Context: an optimization exercise on an open-source flow, tuned for small area, a short achievable clock period and few clock cycles. The choices shown serve that exercise and are no tape-out recipe. In this exercise RTL edits were held to simulation tests only and were not proved equivalent to the original. Power is estimated from default activity; no workload was simulated.

==> design.v <==
module l2_fwd_top (
    input  logic clk,
    input  logic rst,
    input  logic fwd_valid_i,
    output logic fwd_ready_o,
    input  logic [2:0] fwd_msg_i,
    input  logic [11:0] fwd_addr_i,
    input  logic [3:0] fwd_req_id_i,
    input  logic [3:0] fwd_mask_i,
    input  logic [127:0] fwd_line_i,
    output logic rsp_valid_o,
    input  logic rsp_ready_i,
    output logic [2:0] rsp_msg_o,
    output logic [3:0] rsp_req_id_o,
    output logic rsp_to_req_o,
    output logic [11:0] rsp_addr_o,
    output logic [127:0] rsp_line_o,
    output logic [3:0] rsp_mask_o,
    input  logic fill_valid_i,
    output logic fill_ready_o,
    input  logic [11:0] fill_addr_i,
    input  logic [127:0] fill_line_i,
    input  logic [7:0] fill_states_i,
    output logic inval_valid_o,
    output logic [11:0] inval_addr_o
);
    logic [7:0] tag_q [16][2];
    logic [7:0] st_q [16][2];
    logic [127:0] ln_q [16][2];
    logic [15:0] vic_q;
    logic sweep_q;
    logic [3:0] swp_q;
    logic fill_rdy_q, fwd_rdy_q, fill_rdy, fwd_rdy;
    logic f_v;
    logic [11:0] f_addr;
    logic [127:0] f_line;
    logic [7:0] f_st;
    logic w_v;
    logic [2:0] w_msg;
    logic [11:0] w_addr;
    logic [3:0] w_id, w_mask;
    logic [127:0] w_line;
    logic o_v, o_nv;  
    logic [2:0] o_msg;
    logic [3:0] o_id;
    logic o_to;
    logic [11:0] o_addr;
    logic [127:0] o_line;
    logic [3:0] o_mask, o_np;
    logic k_v;
    logic [2:0] k_msg;
    logic [3:0] k_id;
    logic k_to;
    logic [11:0] k_addr;
    logic [127:0] k_line;
    logic [3:0] k_mask, k_np;
    logic inv_v;
    logic [11:0] inv_addr;
    logic proc_f, proc_w;
    assign proc_f = f_v;
    assign proc_w = w_v && !f_v && !k_v;
    logic [3:0] w_set;
    logic [7:0] w_tag;
    assign w_set = w_addr[3:0];
    assign w_tag = w_addr[11:4];
    logic [3:0] ra_idx;
    logic [7:0] ra_tag;
    logic ra_eq0, ra_eq1;
    logic [3:0] ra_r0, ra_r1, ra_s0, ra_s1;
    logic bp_sel0, bp_sel1, bp_fsel0, bp_fsel1, bp_eq;
    logic [3:0] bp_r, bp_s;
    logic [15:0] w_dec;
    assign ra_idx = fwd_rdy ? fwd_addr_i[3:0] : w_set;
    assign ra_tag = fwd_rdy ? fwd_addr_i[11:4] : w_tag;
    always_ff @(posedge clk) begin
        ra_eq0 <= tag_q[ra_idx][0] == ra_tag;
        ra_eq1 <= tag_q[ra_idx][1] == ra_tag;
        for (int i = 0; i < 4; i++) begin
            ra_r0[i] <= st_q[ra_idx][0][2*i +: 2] == 2'd2;
            ra_r1[i] <= st_q[ra_idx][1][2*i +: 2] == 2'd2;
            ra_s0[i] <= st_q[ra_idx][0][2*i +: 2] == 2'd1;
            ra_s1[i] <= st_q[ra_idx][1][2*i +: 2] == 2'd1;
        end
    end
    logic [127:0] rl0, rl1;
    assign rl0 = ln_q[w_set][0];
    assign rl1 = ln_q[w_set][1];
    logic wm0, wm4, wm5, wclr, whl, wnk, winv;
    logic eq0, eq1, v0, v1, hit0, hit1, h0, h1;
    logic [3:0] r0, r1, s0, s1, own0, own1, own, clr0, clr1, wt0, wt1;
    always_comb begin
        eq0 = bp_fsel0 ? bp_eq : ra_eq0;
        eq1 = bp_fsel1 ? bp_eq : ra_eq1;
        r0 = bp_sel0 ? bp_r : ra_r0;
        r1 = bp_sel1 ? bp_r : ra_r1;
        s0 = bp_sel0 ? bp_s : ra_s0;
        s1 = bp_sel1 ? bp_s : ra_s1;
        v0 = (r0 | s0) != 4'h0;
        v1 = (r1 | s1) != 4'h0;
        hit0 = eq0 && v0;
        hit1 = eq1 && v1;
        h0 = hit0;
        h1 = !hit0 && hit1;
        own0 = {4{h0}} & w_mask & r0;
        own1 = {4{h1}} & w_mask & r1;
        own = own0 | own1;
        clr0 = wm0 ? ({4{h0}} & w_mask & s0) : (wclr ? own0 : 4'h0);
        clr1 = wm0 ? ({4{h1}} & w_mask & s1) : (wclr ? own1 : 4'h0);
        wt0 = wm5 ? own0 : 4'h0;
        wt1 = wm5 ? own1 : 4'h0;
    end
    logic [3:0] ack, nack;
    logic has_ack, has_nack, push;
    logic [2:0] n_msg;
    logic [3:0] n_id, n_mask, n_np;
    logic n_to;
    logic [127:0] n_line;
    logic sel0, sel1, inv_c;
    always_comb begin
        ack = wm0 ? 4'hf : own;
        nack = wnk ? (w_mask & ~own) : 4'h0;
        has_ack = ack != 4'h0;
        has_nack = nack != 4'h0;
        push = proc_w && (has_ack || has_nack);
        if (has_ack) begin
            n_msg = wm5 ? 3'd1 : w_msg;
            n_id = wm0 ? 4'h0 : w_id;
            n_to = !(wm0 || wm4);
            n_mask = ack;
            n_np = nack;
        end else begin
            n_msg = 3'd5;
            n_id = w_id;
            n_to = 1'b1;
            n_mask = nack;
            n_np = 4'h0;
        end
        sel0 = whl && eq0 && (r0 & w_mask) != 4'h0;
        sel1 = whl && !hit0 && eq1 && (r1 & w_mask) != 4'h0;
        n_line = ({128{sel0}} & rl0) | ({128{sel1}} & rl1);
        inv_c = winv;
    end
    logic pop, out_free, k_v_n;
    assign pop = !o_nv && rsp_ready_i;
    assign out_free = o_nv || (rsp_ready_i && o_np == 4'h0);
    assign k_v_n = k_v ? !out_free : (push && !out_free);
    always_ff @(posedge clk or negedge rst) begin
        if (!rst) begin
            o_v <= 1'b0;
            o_nv <= 1'b1;
            k_v <= 1'b0;
        end else begin
            if (out_free) begin
                o_v <= k_v || push;
                o_nv <= !(k_v || push);
            end
            k_v <= k_v_n;
        end
    end
    always_ff @(posedge clk) begin
        if (out_free) begin
            if (k_v) begin
                o_msg <= k_msg;
                o_id <= k_id;
                o_to <= k_to;
                o_addr <= k_addr;
                o_line <= k_line;
                o_mask <= k_mask;
                o_np <= k_np;
            end else begin
                o_msg <= n_msg;
                o_id <= n_id;
                o_to <= n_to;
                o_addr <= w_addr;
                o_line <= n_line;
                o_mask <= n_mask;
                o_np <= n_np;
            end
        end else if (pop) begin
            o_msg <= 3'd5;
            o_to <= 1'b1;
            o_line <= '0;
            o_mask <= o_np;
            o_np <= 4'h0;
        end
        if (!k_v) begin
            k_msg <= n_msg;
            k_id <= n_id;
            k_to <= n_to;
            k_addr <= w_addr;
            k_line <= n_line;
            k_mask <= n_mask;
            k_np <= n_np;
        end
    end
    assign rsp_valid_o = o_v;
    assign rsp_msg_o = o_msg;
    assign rsp_req_id_o = o_id;
    assign rsp_to_req_o = o_to;
    assign rsp_addr_o = o_addr;
    assign rsp_line_o = o_line;
    assign rsp_mask_o = o_mask;
    always_ff @(posedge clk or negedge rst) begin
        if (!rst) inv_v <= 1'b0;
        else inv_v <= proc_w && inv_c;
    end
    always_ff @(posedge clk) begin
        if (proc_w) inv_addr <= w_addr;
    end
    assign inval_valid_o = inv_v;
    assign inval_addr_o = inv_addr;
    logic f_v_n, w_v_n, sweep_n;
    assign f_v_n = fill_valid_i && fill_rdy;
    assign w_v_n = (w_v && !proc_w) || (fwd_valid_i && fwd_rdy);
    assign fwd_rdy = !sweep_q && (!w_v || (!k_v && !f_v));
    assign fill_rdy = !sweep_q && !(w_v && (k_v || f_v));
    assign sweep_n = sweep_q && swp_q != 4'd15;
    always_ff @(posedge clk or negedge rst) begin
        if (!rst) begin
            sweep_q <= 1'b1;
            swp_q <= 4'd0;
            f_v <= 1'b0;
            w_v <= 1'b0;
            fill_rdy_q <= 1'b0;
            fwd_rdy_q <= 1'b0;
        end else begin
            sweep_q <= sweep_n;
            if (sweep_q) swp_q <= swp_q + 4'd1;
            f_v <= f_v_n;
            w_v <= w_v_n;
            fwd_rdy_q <= !sweep_n && (!w_v_n || (!k_v_n && !f_v_n));
            fill_rdy_q <= !sweep_n && !(w_v_n && (k_v_n || f_v_n));
        end
    end
    always_ff @(posedge clk) begin
        f_addr <= fill_addr_i;
        f_line <= fill_line_i;
        f_st <= fill_states_i;
        if (fwd_rdy) begin
            w_msg <= fwd_msg_i;
            w_addr <= fwd_addr_i;
            w_id <= fwd_req_id_i;
            w_mask <= fwd_mask_i;
            w_line <= fwd_line_i;
            for (int s = 0; s < 16; s++) w_dec[s] <= fwd_addr_i[3:0] == s[3:0];
            wm0 <= fwd_msg_i == 3'd0;
            wm4 <= fwd_msg_i == 3'd4;
            wm5 <= fwd_msg_i[2] && fwd_msg_i != 3'd4;  
            wclr <= fwd_msg_i == 3'd1 || fwd_msg_i == 3'd2 || fwd_msg_i == 3'd4;
            whl <= fwd_msg_i == 3'd2 || fwd_msg_i == 3'd3 || fwd_msg_i == 3'd4;
            wnk <= fwd_msg_i == 3'd3 || (fwd_msg_i[2] && fwd_msg_i != 3'd4);
            winv <= fwd_msg_i == 3'd0 || fwd_msg_i == 3'd1 || fwd_msg_i == 3'd2 || fwd_msg_i == 3'd4;
        end
    end
    assign fill_ready_o = fill_rdy_q;
    assign fwd_ready_o = fwd_rdy_q;
    logic [3:0] f_set;
    logic f_way;
    logic [127:0] wd_line;
    logic [7:0] wd_st;
    assign f_set = f_addr[3:0];
    assign f_way = vic_q[f_set];
    assign wd_line = proc_f ? f_line : w_line;
    assign wd_st = proc_f ? f_st : 8'h00;
    logic [3:0] wr_set, clr_h, wr_r, wr_s, f_r, f_s;
    logic wr_way;
    always_comb begin
        clr_h = clr0 | clr1;
        for (int i = 0; i < 4; i++) begin
            f_r[i] = f_st[2*i +: 2] == 2'd2;
            f_s[i] = f_st[2*i +: 2] == 2'd1;
        end
        wr_set = proc_f ? f_set : w_set;
        wr_way = proc_f ? f_way : h1;
        wr_r = proc_f ? f_r : ((h1 ? r1 : r0) & ~clr_h);
        wr_s = proc_f ? f_s : ((h1 ? s1 : s0) & ~clr_h);
    end
    always_ff @(posedge clk) begin
        bp_sel0 <= (proc_f || proc_w) && wr_set == ra_idx && !wr_way;
        bp_sel1 <= (proc_f || proc_w) && wr_set == ra_idx && wr_way;
        bp_fsel0 <= proc_f && f_set == ra_idx && !f_way;
        bp_fsel1 <= proc_f && f_set == ra_idx && f_way;
        bp_eq <= f_addr[11:4] == ra_tag;
        bp_r <= wr_r;
        bp_s <= wr_s;
    end
    always_ff @(posedge clk or negedge rst) begin
        if (!rst) vic_q <= '0;
        else if (proc_f) vic_q[f_set] <= !f_way;
    end
    always_ff @(posedge clk) begin
        for (int s = 0; s < 16; s++) begin
            for (int w = 0; w < 2; w++) begin
                if (proc_f && f_set == s[3:0] && f_way == w[0]) tag_q[s][w] <= f_addr[11:4];
                for (int i = 0; i < 4; i++) begin
                    if ((sweep_q && swp_q == s[3:0]) ||
                        (proc_f && f_set == s[3:0] && f_way == w[0]) ||
                        (proc_w && w_dec[s] && (w == 0 ? clr0[i] : clr1[i])))
                        st_q[s][w][2*i +: 2] <= wd_st[2*i +: 2];
                    if ((proc_f && f_set == s[3:0] && f_way == w[0]) ||
                        (proc_w && w_dec[s] && (w == 0 ? wt0[i] : wt1[i])))
                        ln_q[s][w][32*i +: 32] <= wd_line[32*i +: 32];
                end
            end
        end
    end
endmodule
==> flow/run.sh <==
#!/bin/bash
# The standard layout, with the port buffers that buffer_ports inserts made
# plain buf_2 cells instead of its default delay-buffer choice.
set -euo pipefail
export BUFFER_PORTS_ARGS="-buffer_cell sky130_fd_sc_hd__buf_2"
bash standard.sh > standard.log 2>&1
==> standard.sh <==
#!/bin/bash
# synth_recipe.tcl (not shown) runs the flow's synth.tcl, then flattens the netlist and writes it again
# the make line also repeats each setting of config.mk as NAME=value (left out here)
make -C /OpenROAD-flow-scripts/flow DESIGN_CONFIG=/design/flow/config.mk WORK_HOME=/design/flow/orfs CLKGATE_MAP_FILE= SYNTH_SCRIPT=/design/flow/synth_recipe.tcl "${@:-finish}"
==> config.mk <==
export PLATFORM = sky130hd
export DESIGN_NAME = l2_fwd_top
export DESIGN_NICKNAME = l2_fwd_top
export VERILOG_FILES = /design/flow/design.v
export SDC_FILE = /design/flow/constraint.sdc
export NUM_CORES = 4
export LEC_CHECK = 0
export CAP_MARGIN = 20
export CORE_MARGIN = 2
export CORE_UTILIZATION = 45
export CTS_CLUSTER_DIAMETER = 80
export CTS_CLUSTER_SIZE = 25
export SETUP_SLACK_MARGIN = 4.5
export SLEW_MARGIN = 20
export SYNTH_MEMORY_MAX_BITS = 8192
export TNS_END_PERCENT = 5
==> constraint.sdc <==
create_clock -name core_clock -period 8.0 [get_ports {clk}]
set_input_delay 1.6000 -clock core_clock [delete_from_list [all_inputs] [get_ports {clk}]]
set_output_delay 1.6000 -clock core_clock [all_outputs]
set_load 0.01 [all_outputs]
==> metrics.yaml, run 1 <==
hold_viol: 0
yosysTopAreaCell: "edfxtp_1"
antenna_found_initial: 32
power_density_mw_per_mm2: 304
synth_top_area_share: 0.774
r2r_cells: 7
reg2reg_to: "ln_q[23][18]$_DFFE_PP_"
combPwrFrac: 0.222
ys_warn_count: 4
post-route-min-period_ns: 3.82
criticalPathCategory: "reg -> reg"
peakVddDrop_mv: 0.290
n_fill_cell: 34000
power.switching_mw: 20.5
dieWidth_um: 657
drt_first_iter_violations: 20400
multi_input_area_mm2: 0.0352
port_buffers: 471
totalWireLength_mm: 666
required_ns: 8.59
cts_inserted_buffers: 271
slew_headroom: 0.0863
fmax_ghz: 0.262
hold_path_class: "reg -> reg"
syn_nets: 11000
grt_max_degree: 99
core-area_mm2: 0.424
synth_cell_types: 93
drc: 0
fin_skew_ns: 0.0884
dp_hpwl_mm: 326
yosysMostFrequentCell: "edfxtp_1"
pre_cts_slack_ns: 3.03
initial_utilization: 0.453
setup_slack_ns: 4.18
cts_hold_buf: 0
insertion_delay_ns: 1.02
hold_path_end: "k_np[1]$_DFF_P_"
clkPwrFrac: 0.245
cts.path.max_buffers: 4
status: "complete, no violations"
clkTransAtPathRegs_ns: 0.10
ys_ff_latch: 5313
reg2reg_slack_ns: 4.18
slew_viol_final: 0
synth-edff-count: 4950
worst_slew_pin_slew_ns: 1.36
critPathCaptureType: "flop"
dr.pass1.iters: 9
ant_nets: 0
via_per_inst: 6.69
area_growth_pct: 12.3
synth_flop_cell: "edfxtp_1"
synth_area_leaders: "edfxtp_1 77%, a22oi_1 5.5%, dfxtp_1 3.5%"
crit_arrival_ns: 4.41
dieArea_mm2: 0.432
seq_power_share: 0.534
grt_pass1_vias: 109000
worst-path-max-fanout: 32
finalSetupTns_ns: 0
min_period_over_period: 0.477
r2r_start: "bp_sel0$_DFF_P_"
grt.total_usage: 0.287
routedWlPerCell_um: 38.8
p_int_mw: 45.0
async_flop_share: 0.00527
yosysSeqAreaShare: 0.812
min_from: "k_np[1]$_DFF_P_"
setup_viol: 0
die_h_um: 657
seq_area_mm2: 0.156
root_buffer: "clkbuf_16"
power_leakage_nw: 68.0
gp_congestion: 0.925
synthesis.instances: 10700
io_pins: 472
cts_tree: "done"
cts.sinks: 5313
grt_pass1_wl_mm: 874
drive_gt1_frac: 0.171
maxCapViolations: 0
rsz0062_at_grt: "yes"
grt_overflow: 0
syn_area_mm2: 0.192
placementRows: 239
swShare: 0.313
h-tree-depth: 5
nNetsFinal: 11600
avgSynthCellArea_um2: 17.9
worst_hold_path.num_cells: 2
start_kind: "flop"
netlist_top_cells_count: "4,950 x edfxtp_1, 1,399 x a22oi_1, 418 x clkbuf_1"
dr_total_vias: 115000
==> through the flow <==
stage               total power [mW]   util  std cells  hold WS [ns]  cell area (µm²)
floorplan                       42.6      -      10700         0.409           192000
global placement                48.3  0.478      16400         0.427           203000
detailed placement              48.6  0.478      16400         0.433           203000
CTS                             64.4  0.503      17000         0.456           213000
global route                    67.1  0.508      17200         0.488           216000
finish                          65.5  0.508      17200         0.452           216000
==> logic make-up after synthesis <==
group	synth area share
compound gates	0.117
fa+ha+maj	0.000586
flops	0.812
simple gates	0.0343
mux	0.0185
buf+inv	0.0164
xor+xnor	0.00123
==> critical path, cell delays in order (launching register included) <==
cell and delay [ns]:
dfxtp_4 0.42, or4_1 0.54, o22ai_1 0.25, a21oi_4 0.17, or3_4 0.55, or3_4 0.62, o21ai_4 0.21, buf_6 0.54
==> registers in the layout, summed over array words and instances, names as in the netlist, 16 cells and up <==
register,cells
ln_q,4096
st_q,256
w_dec,16
vic_q,16
k_line,128
tag_q,256
o_line,128
w_line,128
f_line,128
==> routing by layer <==
metal | wire length (µm) | vias to the layer above | GRT usage
met4 | 29600 | 20 | 0.0984
li1 | - | 45300 | -
met2 | 304000 | 8670 | 0.453
met3 | 83800 | 1332 | 0.0578
met1 | 248000 | 59500 | 0.400
met5 | 134 | - | 0
==> repair_timing <==
action	CTS	global route
gates cloned	8	33
pin swaps	47	20
endpoints found under the setup margin	4827	4630
setup buffers	105	85
gates resized for setup	170	252
hold endpoints to repair	0	0
==> layout make-up <==
cell class	count	area share
Sequential cell	5313	0.724
Clock buffer	416	0.0347
Inverter	63	0.00172
Multi-Input combinational cell	4644	0.163
Tap cell	5663	0.0329
Timing Repair Buffer	989	0.0392
Antenna cell	18	0.000209
Clock inverter	59	0.00445
==> worst max-delay path by stage <==
stage                                   start                       end  slack (ns)  cells past startpoint
after global routing          bp_sel0$_DFF_P_    ln_q[23][18]$_DFFE_PP_        4.14                      7
final                         bp_sel0$_DFF_P_    ln_q[23][18]$_DFFE_PP_        4.18                      7
after global placement    w_addr[2]$_DFFE_PN_   o_line[0]$_SDFFCE_PP0P_        2.88                     10
after floorplan               bp_sel0$_DFF_P_      ln_q[0][0]$_DFFE_PP_        3.64                      8
after CTS                 w_addr[3]$_DFFE_PN_  o_line[72]$_SDFFCE_PP0P_        4.05                     11
after detailed placement        fwd_addr_i[2]            ra_eq0$_DFF_P_        3.03                     10
==> placed cells by master, fill, tap and decap left out, drive strengths merged, types with 28 or more instances in the layout <==
master,n
mux2,285
edfxtp,4950
inv,63
dfxtp,335
nand4,254
a221oi,345
nand3,366
buf,959
clkinvlp,28
nor2,197
clkinv,30
and2,143
o21ai,373
a22o,362
clkbuf,444
a22oi,1400
nand2,101
a21oi,188
o21a,44
o22ai,268
==> power by group through the flow <==
stage | sequential [mW] | clock, mW | combinational [mW]
2_1_floorplan | 35.3 | 0 | 7.31
3_3_place_gp | 35.6 | 0 | 12.7
3_5_place_dp | 35.6 | 0 | 13.0
4_1_cts | 35.0 | 16.1 | 13.3
5_1_grt | 35.0 | 17.0 | 15.1
6_report | 34.9 | 16.0 | 14.5
Testbench counts, summed over its fixed seeds: cycles 4,934.
==> inputs of run 2 (changes only) <==
--- a/design.v
+++ b/design.v
@@ -72,22 +72,48 @@
     logic [15:0] w_dec;
     assign ra_idx = fwd_rdy ? fwd_addr_i[3:0] : w_set;
     assign ra_tag = fwd_rdy ? fwd_addr_i[11:4] : w_tag;
+    logic [3:0] ra_mask;
+    logic ra_m0, ra_clr, ra_m5;
+    assign ra_mask = fwd_rdy ? fwd_mask_i : w_mask;
+    assign ra_m0 = fwd_rdy ? fwd_msg_i == 3'd0 : wm0;
+    assign ra_clr = fwd_rdy ? (fwd_msg_i == 3'd1 || fwd_msg_i == 3'd2 || fwd_msg_i == 3'd4) : wclr;
+    assign ra_m5 = fwd_rdy ? (fwd_msg_i[2] && fwd_msg_i != 3'd4) : wm5;
+    function automatic logic [13:0] derive(input logic [3:0] r, input logic [3:0] s,
+                                           input logic [3:0] mask, input logic m0,
+                                           input logic mclr, input logic m5);
+        logic [3:0] rm, cm, wtm;
+        rm = r & mask;
+        cm = m0 ? (s & mask) : (mclr ? rm : 4'h0);
+        wtm = m5 ? rm : 4'h0;
+        derive = {rm != 4'h0, (r | s) != 4'h0, rm, cm, wtm};
+    endfunction
+    logic [13:0] ra_d0, ra_d1, bp_d;
+    logic [3:0] rd_r0, rd_r1, rd_s0, rd_s1;
+    always_comb begin
+        for (int i = 0; i < 4; i++) begin
+            rd_r0[i] = st_q[ra_idx][0][2*i +: 2] == 2'd2;
+            rd_r1[i] = st_q[ra_idx][1][2*i +: 2] == 2'd2;
+            rd_s0[i] = st_q[ra_idx][0][2*i +: 2] == 2'd1;
+            rd_s1[i] = st_q[ra_idx][1][2*i +: 2] == 2'd1;
+        end
+    end
     always_ff @(posedge clk) begin
         ra_eq0 <= tag_q[ra_idx][0] == ra_tag;
         ra_eq1 <= tag_q[ra_idx][1] == ra_tag;
-        for (int i = 0; i < 4; i++) begin
-            ra_r0[i] <= st_q[ra_idx][0][2*i +: 2] == 2'd2;
-            ra_r1[i] <= st_q[ra_idx][1][2*i +: 2] == 2'd2;
-            ra_s0[i] <= st_q[ra_idx][0][2*i +: 2] == 2'd1;
-            ra_s1[i] <= st_q[ra_idx][1][2*i +: 2] == 2'd1;
-        end
+        ra_r0 <= rd_r0;
+        ra_r1 <= rd_r1;
+        ra_s0 <= rd_s0;
+        ra_s1 <= rd_s1;
+        ra_d0 <= derive(rd_r0, rd_s0, ra_mask, ra_m0, ra_clr, ra_m5);
+        ra_d1 <= derive(rd_r1, rd_s1, ra_mask, ra_m0, ra_clr, ra_m5);
     end
     logic [127:0] rl0, rl1;
     assign rl0 = ln_q[w_set][0];
     assign rl1 = ln_q[w_set][1];
     logic wm0, wm4, wm5, wclr, whl, wnk, winv;
-    logic eq0, eq1, v0, v1, hit0, hit1, h0, h1;
-    logic [3:0] r0, r1, s0, s1, own0, own1, own, clr0, clr1, wt0, wt1;
+    logic eq0, eq1, v0, v1, a0, a1, hit0, hit1, h0, h1;
+    logic [3:0] r0, r1, s0, s1, rm0, rm1, cm0, cm1, wm0_, wm1_;
+    logic [3:0] own0, own1, own, clr0, clr1, wt0, wt1;
     always_comb begin
         eq0 = bp_fsel0 ? bp_eq : ra_eq0;
         eq1 = bp_fsel1 ? bp_eq : ra_eq1;
@@ -95,19 +121,19 @@
         r1 = bp_sel1 ? bp_r : ra_r1;
         s0 = bp_sel0 ? bp_s : ra_s0;
         s1 = bp_sel1 ? bp_s : ra_s1;
-        v0 = (r0 | s0) != 4'h0;
-        v1 = (r1 | s1) != 4'h0;
+        {a0, v0, rm0, cm0, wm0_} = bp_sel0 ? bp_d : ra_d0;
+        {a1, v1, rm1, cm1, wm1_} = bp_sel1 ? bp_d : ra_d1;
         hit0 = eq0 && v0;
         hit1 = eq1 && v1;
         h0 = hit0;
         h1 = !hit0 && hit1;
-        own0 = {4{h0}} & w_mask & r0;
-        own1 = {4{h1}} & w_mask & r1;
+        own0 = {4{h0}} & rm0;
+        own1 = {4{h1}} & rm1;
         own = own0 | own1;
-        clr0 = wm0 ? ({4{h0}} & w_mask & s0) : (wclr ? own0 : 4'h0);
-        clr1 = wm0 ? ({4{h1}} & w_mask & s1) : (wclr ? own1 : 4'h0);
-        wt0 = wm5 ? own0 : 4'h0;
-        wt1 = wm5 ? own1 : 4'h0;
+        clr0 = {4{h0}} & cm0;
+        clr1 = {4{h1}} & cm1;
+        wt0 = {4{h0}} & wm0_;
+        wt1 = {4{h1}} & wm1_;
     end
     logic [3:0] ack, nack;
     logic has_ack, has_nack, push;
@@ -135,8 +161,8 @@
             n_mask = nack;
             n_np = 4'h0;
         end
-        sel0 = whl && eq0 && (r0 & w_mask) != 4'h0;
-        sel1 = whl && !hit0 && eq1 && (r1 & w_mask) != 4'h0;
+        sel0 = whl && eq0 && a0;
+        sel1 = whl && !hit0 && eq1 && a1;
         n_line = ({128{sel0}} & rl0) | ({128{sel1}} & rl1);
         inv_c = winv;
     end
@@ -283,6 +309,7 @@
         bp_eq <= f_addr[11:4] == ra_tag;
         bp_r <= wr_r;
         bp_s <= wr_s;
+        bp_d <= derive(wr_r, wr_s, ra_mask, ra_m0, ra_clr, ra_m5);
     end
     always_ff @(posedge clk or negedge rst) begin
         if (!rst) vic_q <= '0;
--- a/config.mk
+++ b/config.mk
@@ -10,7 +10,7 @@
 export CORE_UTILIZATION = 45
 export CTS_CLUSTER_DIAMETER = 80
 export CTS_CLUSTER_SIZE = 25
-export SETUP_SLACK_MARGIN = 4.5
+export SETUP_SLACK_MARGIN = 4.8
 export SLEW_MARGIN = 20
 export SYNTH_MEMORY_MAX_BITS = 8192
 export TNS_END_PERCENT = 5
==> run 2 against run 1 <==
  * Cell count increased by 0.70%
  * Clock-buffer cell count down 11
  * Routed wire length is 4.6% higher
  * Sequential cell count up 42
  * First-iteration DRC count up 3.8%
  * Area after synthesis up 0.19%
  * Highest routed layer unchanged
==> metrics.yaml, run 2 <==
nNetsFinal: 11700
final_common_cell: "edfxtp_1"
reg_top3: "ln_q (4096), st_q (256), tag_q (256)"
ys_warn_count: 4
power.switching_mw: 20.5
insertion_delay_ns: 1.01
crit_start: "f_addr[0]$_DFF_P_"
post-route-min-period_ns: 3.65
io_pins: 472
netlist_top_cells_count: "4,943 x edfxtp_1, 1,482 x a22oi_1, 558 x clkbuf_1"
dr.pass1.iters: 9
synth_top_area_share: 0.771
largest_register_ffs: 4096
n_fill_cell: 33700
layout_common_cells: "4,943 x edfxtp_1, 1,466 x a22oi_1, 467 x buf_2, 382 x dfxtp_1, 338 x a22o_1"
fin_util: 0.515
regMostFlops: "ln_q"
r2r_start: "f_addr[0]$_DFF_P_"
grt_pass1_vias: 112000
grt.total_usage: 0.312
status: "complete, no violations"
avgSynthCellArea_um2: 17.9
worst_slew_pin_slew_ns: 1.24
grt_pass1_wl_mm: 933
max_stage_delay_ns: 0.71
required_ns: 8.58
crit_slowest_cell: "buf_4"
start_kind: "flop"
combPwrFrac: 0.230
criticalPathCategory: "reg -> reg"
crit_chain: "buf_12 > mux4_2 > mux4_2 > buf_6 > buf_12 > clkinvlp_4 > nand2_2 > o21ai_4 > buf_4"
dieWidth_um: 658
synth_cell_types: 76
routedWlPerCell_um: 40.3
p_int_mw: 45.5
totalWireLength_mm: 696
hold_path_class: "reg -> reg"
grt_overflow: 0
hold_viol: 0
yosysTopAreaCell: "edfxtp_1"
yosysMostFrequentCell: "edfxtp_1"
swShare: 0.310
cp_top_family: "buffers and inverters"
fin_skew_ns: 0.0692
syn_area_mm2: 0.192
dieArea_mm2: 0.433
placementRows: 240
critPathCaptureType: "flop"
dr_total_vias: 117000
slew_headroom: 0.170
gp_congestion: 0.876
dr_wl_met2_mm: 317
synth_area_leaders: "edfxtp_1 77%, a22oi_1 5.8%, dfxtp_1 4.0%"
area_growth_pct: 14.2
dr_wl_met3_mm: 91.4
crit_arrival_ns: 4.23
ys_ff_latch: 5355
cts_inserted_buffers: 267
cts.sinks: 5355
top_layer: "met5"
via_per_inst: 6.78
cts.path.max_buffers: 4
ant_nets: 0
power_density_mw_per_mm2: 300
drc: 0
die_h_um: 658
port_buffers: 471
min_period_over_period: 0.457
synthesis.instances: 10700
maxCapViolations: 0
root_buffer: "clkbuf_16"
dp_hpwl_mm: 299
cts_tree: "done"
min_from: "k_np[0]$_DFF_P_"
power_leakage_nw: 69.9
h-tree-depth: 5
clkPwrFrac: 0.239
finalSetupTns_ns: 0
synth-edff-count: 4943
rsz0062_at_grt: "yes"
cp.buffers_inverters: 5
worst-path-max-fanout: 32
core-area_mm2: 0.427
initial_utilization: 0.451
seq_power_share: 0.531
synth_flop_cell: "edfxtp_1"
yosysSeqAreaShare: 0.815
async_flop_share: 0.00523
drive_gt1_frac: 0.189
drt_first_iter_violations: 21200
fmax_ghz: 0.274
slew_viol_final: 0
grt_max_degree: 94
setup_viol: 0
drt-met1-wl_mm: 250
syn_nets: 11100
peakVddDrop_mv: 0.209
antenna_found_initial: 43
clkTransAtPathRegs_ns: 0.10
-- run 2: power groups by stage --
stage | sequential [mW] | clock, mW | combinational, mW
floorplan | 35.5 | 0 | 7.14
finish | 35.0 | 15.8 | 15.1
global placement | 35.7 | 0 | 12.2
CTS | 35.0 | 15.8 | 14.7
detailed placement | 35.7 | 0 | 12.5
global route | 35.1 | 16.7 | 15.6
-- run 2: per-stage QoR --
| step | power, mW | worst slack (ns) | cells | hold slack, ns | instance area [µm²] |
|---|---|---|---|---|---|
| after floorplan | 42.7 | 4.22 | 10700 | 0.417 | 194000 |
| after global placement | 47.8 | 2.98 | 16500 | 0.432 | 204000 |
| after detailed placement | 48.2 | 3.04 | 16500 | 0.438 | 204000 |
| after CTS | 65.5 | 4.16 | 17200 | 0.463 | 219000 |
| after global routing | 67.5 | 4.35 | 17300 | 0.490 | 220000 |
| final | 66.0 | 4.35 | 17300 | 0.459 | 220000 |
-- run 2: layout make-up --
| class | instances | area (µm²) | share of cell area |
|---|---|---|---|
| antenna | 17 | 42.5 | 0.000194 |
| clock buffer | 405 | 7400 | 0.0337 |
| clock inverter | 53 | 771 | 0.00351 |
| inverter | 95 | 508 | 0.00231 |
| multi-input combinational | 4615 | 36300 | 0.165 |
| sequential | 5355 | 157000 | 0.713 |
| tap | 5687 | 7120 | 0.0324 |
| timing repair buffer | 1057 | 10800 | 0.0491 |
| timing repair inverter | 2 | 17.5 | 0.0000797 |
-- run 2: path summary, 6_finish.rpt --
path	depth (start not counted)	slack (ns)	to
max	9	4.35	ln_q[0][59]$_DFFE_PP_
min	2	0.46	k_np[0]$_DFF_P_
max reg2reg	9	4.35	ln_q[0][59]$_DFFE_PP_
min reg2reg	2	0.46	k_np[0]$_DFF_P_
max in group asynchronous	1	6.54	f_v$_DFF_PN0_
min in group asynchronous	1	0.75	o_v$_DFFE_PN0N_
-- run 2: worst reg2reg max path, delay by kind of cell, from the launching register on --
kind                   cells  cell delay [ns]
muxes                      2             1.06
and+or+nand+nor            1             0.32
DFF                        1             0.35
buffers and inverters      5             1.28
AOI/OAI and AO/OA          1             0.15
-- run 2: metal layers --
metal / global-route usage / up-vias
li1: - / 45400
met1: 0.417 / 61000
met2: 0.492 / 9135
met3: 0.0706 / 1716
met4: 0.139 / 44
met5: 0 / -
-- run 2: timing repair --
action	in CTS	in global routing
resized for setup	593	68
hold buffers	0	0
cloned	105	0
setup buffers	196	29
setup endpoints to repair	6245	4613
pin swaps	37	7
-- run 2: cell families (layout without fill, tap and decap cells) --
family / after synthesis / after routing / synth area share
AND/OR/NAND/NOR: 1203 / 1207 / 0.0325
multiplexers: 345 / 358 / 0.0204
adder cells (fa/ha/maj): 25 / 25 / 0.00163
XOR/XNOR: 36 / 36 / 0.00164
flip-flops: 5355 / 5355 / 0.815
AO/OA/AOI/OAI: 2989 / 2989 / 0.114
buffers and inverters: 769 / 1612 / 0.0152
other: 0 / 17 / 0
Testbench counts of run 2, summed over its fixed seeds: cycles 4,934.
==> inputs of run 3 (changes only) <==
--- a/design.v
+++ b/design.v
@@ -183,32 +183,66 @@
             k_v <= k_v_n;
         end
     end
-    always_ff @(posedge clk) begin
+    logic [2:0] on_msg;
+    logic [3:0] on_id, on_mask, on_np;
+    logic on_to;
+    logic [11:0] on_addr;
+    logic [127:0] on_line;
+    logic [2:0] p_nmsg;
+    logic [3:0] p_nid, p_nmask;
+    logic p_nto;
+    logic [11:0] p_naddr;
+    logic [127:0] p_nline;
+    always_comb begin
+        on_msg = o_msg;
+        on_id = o_id;
+        on_to = o_to;
+        on_addr = o_addr;
+        on_line = o_line;
+        on_mask = o_mask;
+        on_np = o_np;
         if (out_free) begin
             if (k_v) begin
-                o_msg <= k_msg;
-                o_id <= k_id;
-                o_to <= k_to;
-                o_addr <= k_addr;
-                o_line <= k_line;
-                o_mask <= k_mask;
-                o_np <= k_np;
+                on_msg = k_msg;
+                on_id = k_id;
+                on_to = k_to;
+                on_addr = k_addr;
+                on_line = k_line;
+                on_mask = k_mask;
+                on_np = k_np;
             end else begin
-                o_msg <= n_msg;
-                o_id <= n_id;
-                o_to <= n_to;
-                o_addr <= w_addr;
-                o_line <= n_line;
-                o_mask <= n_mask;
-                o_np <= n_np;
+                on_msg = n_msg;
+                on_id = n_id;
+                on_to = n_to;
+                on_addr = w_addr;
+                on_line = n_line;
+                on_mask = n_mask;
+                on_np = n_np;
             end
         end else if (pop) begin
-            o_msg <= 3'd5;
-            o_to <= 1'b1;
-            o_line <= '0;
-            o_mask <= o_np;
-            o_np <= 4'h0;
+            on_msg = 3'd5;
+            on_to = 1'b1;
+            on_line = '0;
+            on_mask = o_np;
+            on_np = 4'h0;
         end
+    end
+    always_ff @(posedge clk) begin
+        o_msg <= on_msg;
+        o_id <= on_id;
+        o_to <= on_to;
+        o_addr <= on_addr;
+        o_line <= on_line;
+        o_mask <= on_mask;
+        o_np <= on_np;
+        p_nmsg <= ~on_msg;
+        p_nid <= ~on_id;
+        p_nto <= ~on_to;
+        p_naddr <= ~on_addr;
+        p_nline <= ~on_line;
+        p_nmask <= ~on_mask;
+    end
+    always_ff @(posedge clk) begin
         if (!k_v) begin
             k_msg <= n_msg;
             k_id <= n_id;
@@ -220,12 +254,12 @@
         end
     end
     assign rsp_valid_o = o_v;
-    assign rsp_msg_o = o_msg;
-    assign rsp_req_id_o = o_id;
-    assign rsp_to_req_o = o_to;
-    assign rsp_addr_o = o_addr;
-    assign rsp_line_o = o_line;
-    assign rsp_mask_o = o_mask;
+    assign rsp_msg_o = ~p_nmsg;
+    assign rsp_req_id_o = ~p_nid;
+    assign rsp_to_req_o = ~p_nto;
+    assign rsp_addr_o = ~p_naddr;
+    assign rsp_line_o = ~p_nline;
+    assign rsp_mask_o = ~p_nmask;
     always_ff @(posedge clk or negedge rst) begin
         if (!rst) inv_v <= 1'b0;
         else inv_v <= proc_w && inv_c;
@@ -285,7 +319,13 @@
     logic [127:0] wd_line;
     logic [7:0] wd_st;
     assign f_set = f_addr[3:0];
-    assign f_way = vic_q[f_set];
+    logic f_way_q;
+    logic [15:0] f_dec;
+    always_ff @(posedge clk) begin
+        f_way_q <= vic_q[fill_addr_i[3:0]] ^ (proc_f && f_set == fill_addr_i[3:0]);
+        for (int s = 0; s < 16; s++) f_dec[s] <= fill_addr_i[3:0] == s[3:0];
+    end
+    assign f_way = f_way_q;
     assign wd_line = proc_f ? f_line : w_line;
     assign wd_st = proc_f ? f_st : 8'h00;
     logic [3:0] wr_set, clr_h, wr_r, wr_s, f_r, f_s;
@@ -318,13 +358,13 @@
     always_ff @(posedge clk) begin
         for (int s = 0; s < 16; s++) begin
             for (int w = 0; w < 2; w++) begin
-                if (proc_f && f_set == s[3:0] && f_way == w[0]) tag_q[s][w] <= f_addr[11:4];
+                if (proc_f && f_dec[s] && f_way == w[0]) tag_q[s][w] <= f_addr[11:4];
                 for (int i = 0; i < 4; i++) begin
                     if ((sweep_q && swp_q == s[3:0]) ||
-                        (proc_f && f_set == s[3:0] && f_way == w[0]) ||
+                        (proc_f && f_dec[s] && f_way == w[0]) ||
                         (proc_w && w_dec[s] && (w == 0 ? clr0[i] : clr1[i])))
                         st_q[s][w][2*i +: 2] <= wd_st[2*i +: 2];
-                    if ((proc_f && f_set == s[3:0] && f_way == w[0]) ||
+                    if ((proc_f && f_dec[s] && f_way == w[0]) ||
                         (proc_w && w_dec[s] && (w == 0 ? wt0[i] : wt1[i])))
                         ln_q[s][w][32*i +: 32] <= wd_line[32*i +: 32];
                 end
==> run 3 against run 2 <==
  * Maximum frequency rose by 5.4%
  * Clock power is 4% higher
  * Via count rose by 6.2%
  * First-iteration DRC count rose by 19%
  * Cell count increased by 5.8%
  * Total power up 3.6%
  * Critical path type is now reg -> out
  * Sequential share of layout area decreased by 0.89 points
  * Largest cell class unchanged
  * Core utilization is essentially flat
  * Worst setup slack better by 0.19 ns
  * Area after synthesis grew 2.4%
  * Combinational power grew 7%
  * Critical path depth decreased by 7
==> metrics.yaml, run 3 <==
status: "complete, no violations"
critPathCapture: "rsp_line_o[74]"
rsz0062_at_grt: "yes"
area_growth_pct: 14.3
fin_skew_ns: 0.0918
multi_input_area_mm2: 0.0368
cts_hold_buf: 0
synth-edff-count: 4791
fmax_ghz: 0.289
setup_viol: 0
dr.pass1.iters: 7
yosysTopAreaCell: "edfxtp_1"
io_pins: 472
seq_area_mm2: 0.159
dr_total_vias: 124000
dp_hpwl_mm: 345
via_per_inst: 6.81
yosysMostFrequentCell: "edfxtp_1"
n_fill_cell: 34900
slew_viol_final: 0
reg2reg_to: "o_line[90]$_DFF_P_"
syn_nets: 11900
maxCapViolations: 0
critPathCaptureType: "primary output"
ant_nets: 0
min_period_over_period: 0.433
placementRows: 243
synth_top_area_share: 0.730
avgSynthCellArea_um2: 17.1
largest_register_ffs: 4096
finalPower_mw: 68.4
cts.sinks: 5524
routedWlPerCell_um: 41.3
synth_flop_cell: "edfxtp_1"
grt_pass1_wl_mm: 980
required_ns: 6.40
final_cells: 18300
fin_area_mm2: 0.225
worst-path-max-fanout: 1
initial_utilization: 0.451
synth_cell_types: 81
final_common_cell: "edfxtp_1"
insertion_delay_ns: 1.01
hold_path_class: "reg -> reg"
async_flop_share: 0.00507
placed_cells: 17400
drc: 0
clkTransAtPathRegs_ns: 0.10
start_kind: "flop"
r2r_start: "w_addr[2]$_DFFE_PN_"
nNetsFinal: 12600
grt_overflow: 0
setup_slack_ns: 4.53
cts_tree: "done"
dieWidth_um: 666
cts_inserted_buffers: 275
hold_ws_ns: 0.453
ys_ff_latch: 5524
placed_area_mm2: 0.208
peakVddDrop_mv: 0.258
slew_headroom: 0.209
post-route-min-period_ns: 3.47
reg_top3: "ln_q (4096), st_q (256), tag_q (256)"
pre_cts_slack_ns: 3.23
h-tree-depth: 5
power_leakage_nw: 75.6
regMostFlops: "ln_q"
fin_util: 0.515
grt_pass1_vias: 116000
finalSetupTns_ns: 0
worst_slew_pin_slew_ns: 1.19
layout_common_cells: "4,791 x edfxtp_1, 1,414 x a22oi_1, 679 x dfxtp_1, 460 x inv_1, 454 x buf_2"
ys_warn_count: 4
yosysSeqAreaShare: 0.805
reg2reg_slack_ns: 4.55
drive_gt1_frac: 0.172
netlist_top_cells_count: "4,791 x edfxtp_1, 1,433 x a22oi_1, 705 x dfxtp_1"
criticalPathCategory: "reg -> out"
cts.path.max_buffers: 4
totalWireLength_mm: 755
dieArea_mm2: 0.443
synth_area_leaders: "edfxtp_1 73%, dfxtp_1 7.2%, a22oi_1 5.5%"
hold_viol: 0
power_density_mw_per_mm2: 303
core-area_mm2: 0.437
antenna_found_initial: 48
crit_start: "p_nline[74]$_DFF_P_"
gp_congestion: 0.895
r2r_cells: 13
drt_first_iter_violations: 25200
grt_max_degree: 76
root_buffer: "clkbuf_16"
port_buffers: 471
die_h_um: 666
syn_area_mm2: 0.197
grt.total_usage: 0.322
synthesis.instances: 11600
crit_arrival_ns: 1.87
## run 3: cell types whose count changed in the layout (fill, tap and decap cells not counted), sizes merged, moves of 118 or more
cell	delta
inv	+418
dfxtp	+321
a21oi	+195
edfxtp	-152
nand2	+138
and2	-131
mux2	-127
o21a	+118
## run 3: worst min-delay path by stage
stage,from,to,slack (ns),cells after the start
after floorplan,k_msg[1]$_DFF_P_,k_msg[1]$_DFF_P_,0.42,2
after global placement,o_line[72]$_DFF_P_,o_line[72]$_DFF_P_,0.43,2
after detailed placement,k_line[4]$_DFF_P_,k_line[4]$_DFF_P_,0.44,2
after CTS,o_line[74]$_DFF_P_,p_nline[74]$_DFF_P_,0.45,1
after global routing,o_line[74]$_DFF_P_,p_nline[74]$_DFF_P_,0.47,1
final,o_line[84]$_DFF_P_,o_line[84]$_DFF_P_,0.45,2
## run 3: per-layer routing
layer  track usage  up-vias  part of all wire
met5             0        -           0.00026
met4         0.145       24             0.058
met3        0.0790     1950              0.15
met2         0.487    10700              0.44
met1         0.442    64100              0.36
li1              -    47800                 -
## run 3: final cells by class
type,count,area share
multi-input combinational,4827,0.163
clock inverter,52,0.00359
clock buffer,447,0.0346
timing repair inverter,3,0.000217
sequential,5524,0.705
antenna,21,0.000233
timing repair buffer,1153,0.0527
inverter,500,0.00888
tap,5757,0.0320
## run 3: repair_timing
action | CTS | global route
endpoints found under the hold margin | 0 | 0
pin swaps | 46 | 75
gates cloned | 81 | 37
setup endpoints to repair | 6349 | 2293
gates resized for setup | 392 | 263
setup buffers | 179 | 111
## run 3: power by group
part / switching (mW) / leakage, nW / internal, mW
sequential: 0.464 / 49.4 / 35.3
clock: 9.42 / 4.12 / 7.07
combinational: 11.7 / 22.0 / 4.36
total: 21.6 / 75.6 / 46.7
## run 3: cells by family (layout without fill, tap and decap cells)
logic type / Yosys count / after routing / synth area share
xor+xnor: 39 / 39 / 0.00173
flops: 5524 / 5524 / 0.805
buf+inv: 1216 / 2155 / 0.0240
fa+ha+maj: 24 / 24 / 0.00152
compound gates: 3338 / 3338 / 0.124
mux: 249 / 258 / 0.0142
other cells: 0 / 21 / 0
simple gates: 1160 / 1168 / 0.0297
## run 3: critical path: stages, from the launching register on
cell        delay (ns)
dfxtp_2           0.36
clkinvlp_4        0.27
buf_6             0.23
Testbench counts of run 3, summed over its fixed seeds: cycles 4,934.
==> inputs of run 4 (changes only) <==
--- a/design.v
+++ b/design.v
@@ -41,12 +41,12 @@
     logic [3:0] w_id, w_mask;
     logic [127:0] w_line;
     logic o_v, o_nv;  
-    logic [2:0] o_msg;
-    logic [3:0] o_id;
-    logic o_to;
-    logic [11:0] o_addr;
-    logic [127:0] o_line;
-    logic [3:0] o_mask, o_np;
+    logic [2:0] o_nmsg;
+    logic [3:0] o_nid;
+    logic o_nto;
+    logic [11:0] o_naddr;
+    logic [127:0] o_nline;
+    logic [3:0] o_nmask, o_np;
     logic k_v;
     logic [2:0] k_msg;
     logic [3:0] k_id;
@@ -188,18 +188,18 @@
     logic on_to;
     logic [11:0] on_addr;
     logic [127:0] on_line;
-    logic [2:0] p_nmsg;
-    logic [3:0] p_nid, p_nmask;
-    logic p_nto;
-    logic [11:0] p_naddr;
-    logic [127:0] p_nline;
+    logic [2:0] p_msg;
+    logic [3:0] p_id, p_mask;
+    logic p_to;
+    logic [11:0] p_addr;
+    logic [127:0] p_line;
     always_comb begin
-        on_msg = o_msg;
-        on_id = o_id;
-        on_to = o_to;
-        on_addr = o_addr;
-        on_line = o_line;
-        on_mask = o_mask;
+        on_msg = ~o_nmsg;
+        on_id = ~o_nid;
+        on_to = ~o_nto;
+        on_addr = ~o_naddr;
+        on_line = ~o_nline;
+        on_mask = ~o_nmask;
         on_np = o_np;
         if (out_free) begin
             if (k_v) begin
@@ -228,19 +228,19 @@
         end
     end
     always_ff @(posedge clk) begin
-        o_msg <= on_msg;
-        o_id <= on_id;
-        o_to <= on_to;
-        o_addr <= on_addr;
-        o_line <= on_line;
-        o_mask <= on_mask;
+        o_nmsg <= ~on_msg;
+        o_nid <= ~on_id;
+        o_nto <= ~on_to;
+        o_naddr <= ~on_addr;
+        o_nline <= ~on_line;
+        o_nmask <= ~on_mask;
         o_np <= on_np;
-        p_nmsg <= ~on_msg;
-        p_nid <= ~on_id;
-        p_nto <= ~on_to;
-        p_naddr <= ~on_addr;
-        p_nline <= ~on_line;
-        p_nmask <= ~on_mask;
+        p_msg <= on_msg;
+        p_id <= on_id;
+        p_to <= on_to;
+        p_addr <= on_addr;
+        p_line <= on_line;
+        p_mask <= on_mask;
     end
     always_ff @(posedge clk) begin
         if (!k_v) begin
@@ -254,12 +254,12 @@
         end
     end
     assign rsp_valid_o = o_v;
-    assign rsp_msg_o = ~p_nmsg;
-    assign rsp_req_id_o = ~p_nid;
-    assign rsp_to_req_o = ~p_nto;
-    assign rsp_addr_o = ~p_naddr;
-    assign rsp_line_o = ~p_nline;
-    assign rsp_mask_o = ~p_nmask;
+    assign rsp_msg_o = p_msg;
+    assign rsp_req_id_o = p_id;
+    assign rsp_to_req_o = p_to;
+    assign rsp_addr_o = p_addr;
+    assign rsp_line_o = p_line;
+    assign rsp_mask_o = p_mask;
     always_ff @(posedge clk or negedge rst) begin
         if (!rst) inv_v <= 1'b0;
         else inv_v <= proc_w && inv_c;
==> run 4 against run 3 <==
  * Still clean on timing, DRC and antenna
  * First-iteration DRC count fell by 15%
  * Sequential power barely moved
  * Cell count fell by 1.1%
  * Worst setup slack got worse by 0.088 ns
  * Area after synthesis barely moved
  * Die area barely moved
  * Design area barely moved
  * Hold slack got worse by 0.0014 ns
  * Register-to-register slack got worse by 0.10 ns
  * Via count fell by 1.8%
  * Highest routed layer unchanged
==> metrics.yaml, run 4 <==
status: "complete, no violations"
via_per_inst: 6.76
yosysSeqAreaShare: 0.804
drive_gt1_frac: 0.174
synth_flop_cell: "edfxtp_1"
port_buffers: 471
synth_cell_types: 94
synth_top_area_share: 0.729
final_cells: 18100
fmax_ghz: 0.281
nNetsFinal: 12400
largest_register_ffs: 4096
dieWidth_um: 666
cts.path.max_buffers: 4
synth-edff-count: 4791
crit_arrival_ns: 4.28
rsz0062_at_grt: "yes"
criticalPathCategory: "reg -> reg"
drc: 0
cts_hold_buf: 0
syn_nets: 11700
regMostFlops: "ln_q"
reg_top3: "ln_q (4096), st_q (256), tag_q (256)"
synth_area_leaders: "edfxtp_1 73%, dfxtp_1 7.2%, a22oi_1 5.9%"
cts.sinks: 5524
peakVddDrop_mv: 0.235
fin_skew_ns: 0.0629
power_density_mw_per_mm2: 302
avgSynthCellArea_um2: 17.3
power_leakage_nw: 72.5
antenna_found_initial: 45
netlist_top_cells_count: "4,791 x edfxtp_1, 1,546 x a22oi_1, 705 x dfxtp_1"
layout_common_cells: "4,791 x edfxtp_1, 1,530 x a22oi_1, 699 x dfxtp_1, 463 x buf_2, 343 x o21ai_0"
insertion_delay_ns: 1.02
final_common_cell: "edfxtp_1"
drt_first_iter_violations: 21500
slew_headroom: 0.183
root_buffer: "clkbuf_16"
cts_inserted_buffers: 279
area_growth_pct: 14.1
routedWlPerCell_um: 40.3
min_period_over_period: 0.444
placed_cells: 17200
dr.pass1.iters: 7
critPathCaptureType: "flop"
yosysMostFrequentCell: "edfxtp_1"
yosysTopAreaCell: "edfxtp_1"
die_h_um: 666
io_pins: 472
ant_nets: 0
grt_overflow: 0
post-route-min-period_ns: 3.55
placementRows: 243
grt_pass1_vias: 115000
hold_viol: 0
start_kind: "flop"
totalWireLength_mm: 729
required_ns: 8.72
finalSetupTns_ns: 0
gp_congestion: 0.908
ys_ff_latch: 5524
h-tree-depth: 5
maxCapViolations: 0
grt_pass1_wl_mm: 956
dieArea_mm2: 0.444
initial_utilization: 0.451
dp_hpwl_mm: 330
worst-path-max-fanout: 16
clkTransAtPathRegs_ns: 0.10
syn_area_mm2: 0.197
r2r_cells: 7
hold_path_class: "reg -> reg"
async_flop_share: 0.00507
setup_viol: 0
synthesis.instances: 11400
worst_hold_path.num_cells: 1
worst_slew_pin_slew_ns: 1.20
dr_total_vias: 122000
core-area_mm2: 0.437
ys_warn_count: 4
grt.total_usage: 0.312
cts_tree: "done"
slew_viol_final: 0
hold_ws_ns: 0.452
grt_max_degree: 90
run 4: cell types whose count changed in the layout (fill, tap and decap cells not counted), sizes merged, moves of 67 or more:
cell and change:
a221oi -88, a22o -92, a22oi +116, inv -276, nand2 -88, nand3 -67
o21ai +147, o21bai -98, o22a +108, o22ai +110
run 4: final timing paths:
kind / endpoint / from / slack [ns]
min: p_line[70]$_DFF_P_ / o_nline[70]$_DFF_P_ / 0.45
min in group asynchronous: o_v$_DFFE_PN0N_ / rst / 0.71
max reg2reg: st_q[23][2]$_DFFE_PP_ / f_v$_DFF_PN0_ / 4.45
max: st_q[23][2]$_DFFE_PP_ / f_v$_DFF_PN0_ / 4.45
min reg2reg: p_line[70]$_DFF_P_ / o_nline[70]$_DFF_P_ / 0.45
max in group asynchronous: k_v$_DFF_PN0_ / rst / 6.51
run 4: final cells by class:
cell class / count / area, µm²
fillers: 34700 / 212000
inverters: 232 / 1020
clock buffers: 436 / 7840
multi-input cells: 4917 / 37600
diodes: 24 / 60.1
clock inverters: 67 / 952
well taps: 5757 / 7200
flip-flops and latches: 5524 / 159000
repair buffers: 1133 / 11800
run 4: what timing repair did:
action,CTS,global route
setup endpoints to repair,6369,4533
hold endpoints to repair,0,0
resized for setup,497,261
buffers inserted,191,76
gates cloned,79,36
pin swaps,54,54
run 4: per-stage QoR:
step	utilization	total power, mW	instance area, µm²	setup slack [ns]
2_1_floorplan	-	43.4	197000	3.38
3_3_place_gp	0.476	48.8	208000	2.72
3_5_place_dp	0.476	49.2	208000	2.78
4_1_cts	0.509	67.0	223000	4.35
5_1_grt	0.515	69.6	225000	4.49
6_report	0.515	68.0	225000	4.45
run 4: cells by family after synthesis:
logic type,synth area share
adder cells (fa/ha/maj),0.00152
flip-flops,0.804
AO/OA/AOI/OAI,0.129
XOR/XNOR,0.00147
AND/OR/NAND/NOR,0.0301
multiplexers,0.0130
buffers and inverters,0.0204
run 4: worst max-delay path: stages (launching register included):
cell	delay (ns)
dfrtp_4	0.54
clkinv_2	0.23
nor2_1	0.15
buf_4	0.24
nand2_1	0.76
clkinvlp_4	0.45
a31oi_2	0.54
o21ai_0	0.31
run 4: power breakdown:
part / switching, mW / internal, mW
clock network: 9.46 / 7.18
logic: 11.4 / 4.24
registers: 0.471 / 35.3
total: 21.3 / 46.7
run 4: routing by layer:
metal | track usage | wire, µm | vias up
met2 | 0.490 | 330000 | 9723
met5 | 0 | 130 | -
met1 | 0.416 | 263000 | 62800
met4 | 0.141 | 39200 | 20
li1 | - | - | 47900
met3 | 0.0702 | 96000 | 1766
Testbench counts of run 4, summed over its fixed seeds: cycles 4,934.

## static timing again, ports no longer ideal
The flow's constraints put no driver on any port. The routed layouts listed below were extracted and timed again, unchanged, in two steps. Step 1: set_driving_cell puts a clkbuf_16 on clk and a buf_2 on each other input, an assumption about the parent block. Step 2 moves the port delays by t, midway between the first and last clock arrival at a register: inputs arrive t later, outputs are due t later. That takes back most of the time a late clock gives input paths. Three values: ideal ports, drivers, drivers and shift; two values: the first two.
run | t, ns | setup WS [ns] | worst register clock-pin slew, ns | worst slew at a driven data input, ns | cell pins on the clock port's net
run 1 | 1.096 | 4.184 / 4.184 / 3.583 | 0.11 / 0.11 | 0.08 | 1
run 2 | 1.081 | 4.347 / 4.311 / 3.507 | 0.11 / 0.11 | 0.17 | 1
run 3 | 1.087 | 4.534 / 4.411 / 3.721 | 0.11 / 0.11 | 0.13 | 1
run 4 | 1.104 | 4.446 / 4.356 / 3.686 | 0.11 / 0.11 | 0.06 | 1
After both steps setup and hold are still met in every run listed. The setup slack of run 2, which loses most, moves by -0.036 ns with the drivers and by -0.840 ns with both steps.
